Context: an optimization exercise on an open-source flow, tuned for small area, a short achievable clock period and few clock cycles. The choices shown serve that exercise and are no tape-out recipe. No activity file was given, so power comes from the tool's default toggle rates.

==> module lin_burst_issuer, before the edit <==
module lin_burst_issuer (
    input  logic                ACLK,
    input  logic                ARESETn,
    input  logic                linear_init,
    input  logic                start,         
    input  logic                has_bias,
    input  lin_pkg::addr_t      bias_address,
    input  lin_pkg::addr_t      input_address,
    input  lin_pkg::cnt_t       input_size,
    input  lin_pkg::cnt_t       input_num,
    input  lin_pkg::burst_len_t input_leng,
    input  logic                vec_pop,       
    input  logic                bias_free,     
    output logic                zero_push,     
    output logic                vec_idle,      
    input  logic                axi_arready,
    output lin_pkg::axi_id_t    axi_arid,
    output lin_pkg::addr_t      axi_araddr,
    output lin_pkg::burst_len_t axi_arlen,
    output logic [2:0]          axi_arsize,
    output logic [1:0]          axi_arburst,
    output logic                axi_arvalid
);
    localparam int CRED = 32;    
    logic                 c_valid;
    logic                 c_bias;       
    logic                 c_first;      
    logic                 c_last;
    logic [4:0]           c_len;
    lin_pkg::cnt_t        c_left;       
    logic [16:0]          n_j;
    logic [4:0]           n_len;
    logic                 n_last;
    logic [29:0]          b_addr;       
    logic [5:0]           avail;        
    logic [6:0]           spare;        
    logic [4:0]           leng;
    logic [6:0]           lim0;
    logic [6:0]           lim1;
    logic [6:0]           lim2;
    logic [4:0]           len0;         
    logic                 last0;
    logic [16:0]          j0;
    logic [4:0]           len1;         
    logic                 last1;
    logic [16:0]          j_adv;        
    logic [4:0]           len_adv;
    logic                 last_adv;
    logic                 job_last;     
    logic [29:0]          c_vaddr;
    logic                 ar_free;
    logic                 move;
    logic                 vmove;
    logic                 cred_ok;
    logic [4:0]           ar_len_q;
    logic [29:0]          ar_addr_q;
    assign leng     = input_leng[4:0];
    assign lim0     = {2'b00, leng} + 7'd1;                     
    assign lim1     = {1'b0, leng, 1'b0} + 7'd2;                
    assign lim2     = {1'b0, leng, 1'b0} + {2'b00, leng} + 7'd3;   
    assign last0    = (input_size[15:7] == '0) & (input_size[6:0] <= lim0);
    assign len0     = last0 ? (input_size[4:0] - 5'd1) : leng;
    assign j0       = {1'b0, input_size} + 17'(leng) + 17'd1;
    assign last1    = (input_size[15:7] == '0) & (input_size[6:0] <= lim1);
    assign len1     = last1 ? (input_size[4:0] - leng - 5'd2) : leng;
    assign j_adv    = n_j - 17'(leng) - 17'd1;
    assign last_adv = (n_j[16:7] == '0) & (n_j[6:0] <= lim2);
    assign len_adv  = last_adv ? (n_j[4:0] - {leng, 1'b0} - 5'd3) : leng;
    assign job_last = (c_left == '0);
    assign c_vaddr  = c_first ? input_address[31:2] : ar_addr_q + 30'(ar_len_q) + 30'd1;
    assign cred_ok   = ~spare[6] | (vec_pop & (spare == 7'h7f));
    assign ar_free   = ~axi_arvalid | axi_arready;
    assign move      = ar_free & c_valid &
                       (c_bias | (cred_ok & (has_bias | ~c_first | bias_free)));
    assign vmove     = move & ~c_bias;
    assign zero_push = vmove & c_first & ~has_bias;
    assign vec_idle  = avail[5];
    always_ff @(posedge ACLK or negedge ARESETn) begin
        if (!ARESETn) begin
            c_valid     <= 1'b0;
            c_bias      <= 1'b0;
            c_first     <= 1'b0;
            axi_arvalid <= 1'b0;
            axi_arid    <= 4'd1;
            avail       <= 6'(CRED);
            spare       <= 7'(CRED - 1);
            c_len       <= '0;
        end else if (linear_init) begin
            c_valid     <= 1'b0;
            c_bias      <= 1'b0;
            c_first     <= 1'b0;
            axi_arvalid <= 1'b0;
            axi_arid    <= 4'd1;
            avail       <= 6'(CRED);
            spare       <= 7'(CRED - 1);
            c_len       <= '0;
        end else begin
            if (axi_arvalid & axi_arready) axi_arid <= axi_arid + 1'b1;
            if (start) axi_arvalid <= has_bias;    
            else if (ar_free) axi_arvalid <= move;
            if (start) begin
                spare <= {2'b00, ~len0};
                c_len <= len0;
            end else if (vmove) begin
                avail <= spare[5:0] + 6'(vec_pop);
                spare <= spare + 7'(vec_pop) - 7'(n_len) - 7'd1;
                c_len <= n_len;
            end else begin
                avail <= avail + 6'(vec_pop);
                spare <= spare + 7'(vec_pop);
            end
            if (start) begin
                c_valid <= 1'b1;
                c_bias  <= 1'b0;
                c_first <= 1'b1;
            end else if (move) begin
                c_first <= 1'b0;
                if (c_bias) begin
                    c_bias  <= 1'b0;
                    c_first <= 1'b1;
                end else if (c_last) begin
                    if (job_last) c_valid <= 1'b0;
                    c_bias  <= has_bias;
                    c_first <= 1'b1;
                end
            end
        end
    end
    always_ff @(posedge ACLK) begin
        if (start) begin
            c_last <= last0;
            if (last0) begin
                n_j    <= j0;
                n_len  <= len0;
                n_last <= 1'b1;
            end else begin
                n_j    <= {1'b0, input_size};
                n_len  <= len1;
                n_last <= last1;
            end
        end else if (vmove) begin
            c_last <= n_last;
            if (n_last) begin
                n_j    <= j0;
                n_len  <= len0;
                n_last <= last0;
            end else begin
                n_j    <= j_adv;
                n_len  <= len_adv;
                n_last <= last_adv;
            end
        end
        if (start) c_left <= input_num - 1'b1;
        else if (vmove & c_last) c_left <= c_left - 1'b1;
        if (start) b_addr <= bias_address[31:2] + 30'd1;
        else if (move & c_bias) b_addr <= b_addr + 30'd1;
        if (start) begin
            ar_addr_q <= bias_address[31:2];
            ar_len_q  <= 5'd0;
        end else if (move) begin
            ar_addr_q <= c_bias ? b_addr : c_vaddr;
            ar_len_q  <= c_bias ? 5'd0 : c_len;
        end
    end
    assign axi_araddr  = {ar_addr_q, 2'b00};
    assign axi_arlen   = {3'b000, ar_len_q};
    assign axi_arsize  = 3'(2);
    assign axi_arburst = 2'b01;
endmodule
export LEC_CHECK = 0
export CAP_MARGIN = 20
export CORE_MARGIN = 2
export CORE_UTILIZATION = 40
export SETUP_SLACK_MARGIN = 3.0
export SLEW_MARGIN = 20
create_clock -name core_clock -period 5.5 [get_ports {ACLK}]
standard.sh (not shown) runs the stock make flow with config.mk's settings and CLKGATE_MAP_FILE= SYNTH_SCRIPT=/design/flow/synth_recipe.tcl, a recipe that flattens the netlist after the stock synthesis.
==> flow/flow/run.sh <==
#!/bin/bash
# Standard layout, except that the port buffers are buf_2 cells instead of
# the default clkdlybuf4s50_1. The make output goes to flow_make.log here;
# ORFS keeps each step's own log under orfs/logs/.
set -euo pipefail
export BUFFER_PORTS_ARGS="-buffer_cell sky130_fd_sc_hd__buf_2"
bash standard.sh > flow_make.log 2>&1
The first run finished clean.
Change:
--- a/flow/design.v
+++ b/flow/design.v
@@ -52,52 +52,53 @@
     localparam int CRED = 32;    
     logic                 c_valid;
     logic                 c_bias;       
     logic                 c_first;      
     logic                 c_last;
     logic [4:0]           c_len;
-    lin_pkg::cnt_t        c_left;       
-    logic [16:0]          n_j;
+    lin_pkg::cnt_t        c_line;       
+    lin_pkg::cnt_t        n_rm1;        
     logic [4:0]           n_len;
     logic                 n_last;
-    logic [29:0]          b_addr;       
     logic [5:0]           avail;        
     logic [6:0]           spare;        
     logic [4:0]           leng;
     logic [6:0]           lim0;
+    lin_pkg::cnt_t        size_m1;
     logic [6:0]           lim1;
-    logic [6:0]           lim2;
     logic [4:0]           len0;         
     logic                 last0;
-    logic [16:0]          j0;
-    logic [4:0]           len1;         
+    lin_pkg::cnt_t        rm1_1;        
+    logic [4:0]           len1;
     logic                 last1;
-    logic [16:0]          j_adv;        
+    lin_pkg::cnt_t        rm1_adv;      
     logic [4:0]           len_adv;
     logic                 last_adv;
     logic                 job_last;     
+    logic [29:0]          baddr;
     logic [29:0]          c_vaddr;
     logic                 ar_free;
     logic                 move;
     logic                 vmove;
     logic                 cred_ok;
     logic [4:0]           ar_len_q;
     logic [29:0]          ar_addr_q;
     assign leng     = input_leng[4:0];
-    assign lim0     = {2'b00, leng} + 7'd1;                     
-    assign lim1     = {1'b0, leng, 1'b0} + 7'd2;                
-    assign lim2     = {1'b0, leng, 1'b0} + {2'b00, leng} + 7'd3;   
+    assign lim0     = {2'b00, leng} + 7'd1;           
+    assign lim1     = {1'b0, leng, 1'b0} + 7'd2;      
     assign last0    = (input_size[15:7] == '0) & (input_size[6:0] <= lim0);
-    assign len0     = last0 ? (input_size[4:0] - 5'd1) : leng;
-    assign j0       = {1'b0, input_size} + 17'(leng) + 17'd1;
     assign last1    = (input_size[15:7] == '0) & (input_size[6:0] <= lim1);
+    assign len0     = last0 ? (input_size[4:0] - 5'd1) : leng;
     assign len1     = last1 ? (input_size[4:0] - leng - 5'd2) : leng;
-    assign j_adv    = n_j - 17'(leng) - 17'd1;
-    assign last_adv = (n_j[16:7] == '0) & (n_j[6:0] <= lim2);
-    assign len_adv  = last_adv ? (n_j[4:0] - {leng, 1'b0} - 5'd3) : leng;
-    assign job_last = (c_left == '0);
+    assign rm1_1    = input_size - 16'(leng) - 16'd2;
+    assign size_m1  = input_size - 16'd1;
+    assign last_adv = (n_rm1[15:7] == '0) & (n_rm1[6:0] < lim1);
+    assign len_adv  = last_adv ? (n_rm1[4:0] - leng - 5'd1) : leng;
+    assign rm1_adv  = n_rm1 - 16'(leng) - 16'd1;
+    assign job_last = (c_line + 1'b1) == input_num;
+    assign baddr    = bias_address[31:2] + 30'(c_line);
     assign c_vaddr  = c_first ? input_address[31:2] : ar_addr_q + 30'(ar_len_q) + 30'd1;
     assign cred_ok   = ~spare[6] | (vec_pop & (spare == 7'h7f));
     assign ar_free   = ~axi_arvalid | axi_arready;
     assign move      = ar_free & c_valid &
                        (c_bias | (cred_ok & (has_bias | ~c_first | bias_free)));
     assign vmove     = move & ~c_bias;
@@ -155,41 +156,39 @@
         end
     end
     always_ff @(posedge ACLK) begin
         if (start) begin
             c_last <= last0;
             if (last0) begin
-                n_j    <= j0;
+                n_rm1  <= size_m1;
                 n_len  <= len0;
                 n_last <= 1'b1;
             end else begin
-                n_j    <= {1'b0, input_size};
+                n_rm1  <= rm1_1;
                 n_len  <= len1;
                 n_last <= last1;
             end
         end else if (vmove) begin
             c_last <= n_last;
             if (n_last) begin
-                n_j    <= j0;
+                n_rm1  <= size_m1;
                 n_len  <= len0;
                 n_last <= last0;
             end else begin
-                n_j    <= j_adv;
+                n_rm1  <= rm1_adv;
                 n_len  <= len_adv;
                 n_last <= last_adv;
             end
         end
-        if (start) c_left <= input_num - 1'b1;
-        else if (vmove & c_last) c_left <= c_left - 1'b1;
-        if (start) b_addr <= bias_address[31:2] + 30'd1;
-        else if (move & c_bias) b_addr <= b_addr + 30'd1;
+        if (start) c_line <= '0;
+        else if (vmove & c_last) c_line <= c_line + 1'b1;
         if (start) begin
             ar_addr_q <= bias_address[31:2];
             ar_len_q  <= 5'd0;
         end else if (move) begin
-            ar_addr_q <= c_bias ? b_addr : c_vaddr;
+            ar_addr_q <= c_bias ? baddr : c_vaddr;
             ar_len_q  <= c_bias ? 5'd0 : c_len;
         end
     end
     assign axi_araddr  = {ar_addr_q, 2'b00};
     assign axi_arlen   = {3'b000, ar_len_q};
     assign axi_arsize  = 3'(2);
Result: Sequential share of layout area climbs by 0.81 points; combinational power drops by roughly a tenth; via count drops by a few percent; hold slack gets better by 0.051 ns; utilization is about the same; synthesized cell count drops by a few percent.
No run of this note included a check of the RTL's function; only the layout flow was run.

## separate check: timing with driven ports
In the flow no input, the clock included, has a driving cell. The finished layouts below were timed again as built, in two steps. Step 1 (the two cells are an assumption about what drives the block):
set clk [get_ports {ACLK}]
set_driving_cell -lib_cell sky130_fd_sc_hd__clkbuf_16 $clk
set_driving_cell -lib_cell sky130_fd_sc_hd__buf_2 [delete_from_list [all_inputs] $clk]
Step 2 also shifts input and output timing later by t, the mid clock arrival at the registers, as if the neighbouring blocks saw the same clock. Three values: ideal, step 1, step 2; two values: the first two.
run	shift t [ns]	slack for setup (ns)	worst setup path at the end	slew at the worst register clock pin (ns)
the first run	0.857	2.346 / 2.358 / 1.501	input to register	0.07 / 0.07
the second run	0.833	2.515 / 2.548 / 1.717	input to register	0.07 / 0.07
After both steps setup and hold are still met in every run listed. For the first run, which loses most, drivers alone change the setup slack by +0.012 ns; drivers and shift together by -0.845 ns.
